This design comes from an exercise in tuning for small area, a short achievable clock period and few clock cycles on the open sky130 flow, not from production work. Function was checked by simulation only, so behaviour that the tests miss may differ from the original. No activity file was given, so power comes from the tool's default toggle rates.

## raven
// adaptive_throughput_meter
module adaptive_throughput_meter #(
    parameter int HISTORY_SLOTS = 10
) (
    input  logic        i_clk,
    input  logic        i_rst_n,
    input  logic        i_in_valid,
    output logic        o_in_stall,
    input  logic [1:0]  i_kind,
    input  logic [15:0] i_byte_count,
    input  logic [9:0]  i_tick_ms,
    output logic        o_out_valid,
    input  logic        i_out_stall,
    output logic [31:0] o_speed,
    output logic        o_window_closed,
    output logic        o_averaged,
    input  logic        i_cfg_valid,
    output logic        o_cfg_ready,
    input  logic [atm_pkg::CFG_IW-1:0] i_cfg_index,
    input  logic [atm_pkg::CFG_DW-1:0] i_cfg_data
);
clock: 8.5 ns
lec_check: 0
cap_margin: 20
core_margin: 2
core_utilization: 40
setup_slack_margin: 4.5
slew_margin: 20
run.sh (not shown) runs the stock make flow with config.mk's settings and CLKGATE_MAP_FILE= SYNTH_SCRIPT=/design/flow/synth_recipe.tcl, a recipe that flattens the netlist after the stock synthesis.
Testbench counts of raven, summed over its fixed seeds: cycles 40,459.
### raven -> pepper
diff --git a/flow/design.v b/flow/design.v
--- a/flow/design.v
+++ b/flow/design.v
@@ -89,17 +89,17 @@
     logic [15:0]       r_elapsed;
     logic [31:0]       r_hmin;
     logic [31:0]       r_hmax;
     logic              r_closed;
     logic              r_mdiv;       
     logic              r_first;      
     logic              r_neg;        
     logic              r_qz;         
-    logic [2:0]        r_cm1;        
+    logic [3:0]        r_cp;         
     logic [3:0]        r_cnt;        
     logic [15:0]       r_rem;
     logic [31:0]       r_quo;
     logic              r_out_valid;
     logic              w_can_go;
     logic              w_go;
     logic              w_take;
     logic              w_cfg_acc;
@@ -119,17 +119,18 @@
     logic              w_b_inv;
     logic [32:0]       w_sum;
     logic [31:0]       w_lz_in;
     logic              w_n_nz;
     logic [5:0]        w_n_msb;
     logic [3:0]        w_d_msb;
     logic [6:0]        w_t;
     logic              w_qz;
-    logic [2:0]        w_cm1;
+    logic [3:0]        w_cp;
+    logic [47:0]       w_sh0;
     logic [47:0]       w_rq;
     logic [47:0]       w_sh1;
     logic [47:0]       w_sh2;
     logic [47:0]       w_sh3;
     logic              w_sat;
     logic              w_done;
     logic [15:0]       w_rem_n;
     logic [31:0]       w_quo_n;
@@ -180,21 +181,22 @@
         w_b_inv   = r_stor;
         w_sum     = {1'b0, r_quo ^ {32{w_a_inv}}} + {1'b0, r_mean ^ {32{w_b_inv}}}
                   + 33'(w_b_inv);
         w_lz_in   = r_load ? r_bytes : r_quo;
         {w_n_nz, w_n_msb} = msb64({32'd0, w_lz_in});
         w_d_msb   = 4'(msb64({48'd0, r_elapsed}));
         w_t       = {1'b0, w_n_msb} + (r_load ? 7'd10 : 7'd0) - {3'b0, w_d_msb};
         w_qz      = !w_n_nz || w_t[6];
-        w_cm1     = (!w_t[6] && w_t[5]) ? 3'd7 : w_t[4:2];
+        w_cp      = (!w_t[6] && w_t[5]) ? 4'd15 : w_t[4:1];
         w_rq      = {r_rem, r_quo};
-        w_sh1     = r_cm1[0] ? w_rq  : (w_rq  << 4);
-        w_sh2     = r_cm1[1] ? w_sh1 : (w_sh1 << 8);
-        w_sh3     = r_cm1[2] ? w_sh2 : (w_sh2 << 16);
+        w_sh0     = r_cp[0] ? w_rq  : (w_rq  << 2);
+        w_sh1     = r_cp[1] ? w_sh0 : (w_sh0 << 4);
+        w_sh2     = r_cp[2] ? w_sh1 : (w_sh1 << 8);
+        w_sh3     = r_cp[3] ? w_sh2 : (w_sh2 << 16);
         w_sat     = (r_rem >= r_elapsed);
         w_done    = (r_norm && (w_sat || r_qz)) || (r_div && r_cnt == 4'd0);
     end
     atm_div u_div (
         .i_rem  (r_rem),
         .i_quo  (r_quo),
         .i_dvs  (r_elapsed),
         .o_rem  (w_rem_n),
@@ -328,25 +330,25 @@
         end
         if (w_go) begin
             r_closed <= w_closing;
             r_mdiv   <= 1'b0;
             r_quo    <= (w_hc_z || r_kind == 2'd2) ? 32'd0 : r_mean;
         end
         if (r_load || r_msb) begin
             r_qz  <= w_qz;
-            r_cm1 <= w_cm1;
+            r_cp  <= w_cp;
         end
         if (r_load) begin
             r_first <= w_reset_n || r_mcount == 16'd0;
             r_rem   <= 16'(w_x[41:32]);
             r_quo   <= w_x[31:0];
         end
         if (r_norm) begin
-            r_cnt <= {r_cm1, 1'b1};
+            r_cnt <= r_cp;
             if (w_sat) begin
                 r_quo <= '1;
             end else if (r_qz) begin
                 r_quo <= '0;
             end else begin
                 {r_rem, r_quo} <= w_sh3;
             end
         end
[summary]
pepper ran to completion and came out clean on the timing, DRC and antenna checks.
Standby leakage power, pepper and raven, lower one = raven.
Between pepper and raven, path depth of the worst reg2reg path is higher for pepper, raven comes in under that.
The clock period minus final worst setup slack of pepper is lower than that of raven.
Against raven as the reference, pepper delivers a higher wire length after detailed routing.
Between raven and pepper, the flow reports cell count along the critical path increasing by more than 10%.
pepper: sequential share of layout area 0.99 points below raven
Layout-stage area growth over the synthesis result in pepper is 0.77 points above raven.
Going from raven to pepper, global-route usage rose by 0.42 points; maximum vdd drop increased by 150 uV relative to the old numbers.
Testbench counts of pepper, summed over its fixed seeds: cycles 39,172.

-- static timing again, ports no longer ideal --
The results above use ideal ports. As a check the final layouts listed here were re-extracted and re-timed, cells and wires unchanged.
Step 1: set_driving_cell puts a clkbuf_16 on i_clk and a buf_2 on each other input, an assumption about the parent block.
Step 2 times the ports against the registers' clock, not the clock port: input delays grow and output delays shrink by t, the midpoint of the rising clock arrivals with the driver on.
Three values: ideal, step 1, step 2; two values: the first two.
| run | shift t [ns] | slack for setup (ns) | worst register clock-pin slew, ns |
|---|---|---|---|
| raven | 0.633 | 4.327 / 4.327 / 4.116 | 0.07 / 0.07 |
| pepper | 0.635 | 4.336 / 4.328 / 3.917 | 0.06 / 0.06 |
After both steps every run listed still meets setup and hold. The setup slack of pepper, which loses most, moves by -0.008 ns with the drivers and by -0.419 ns with both steps.
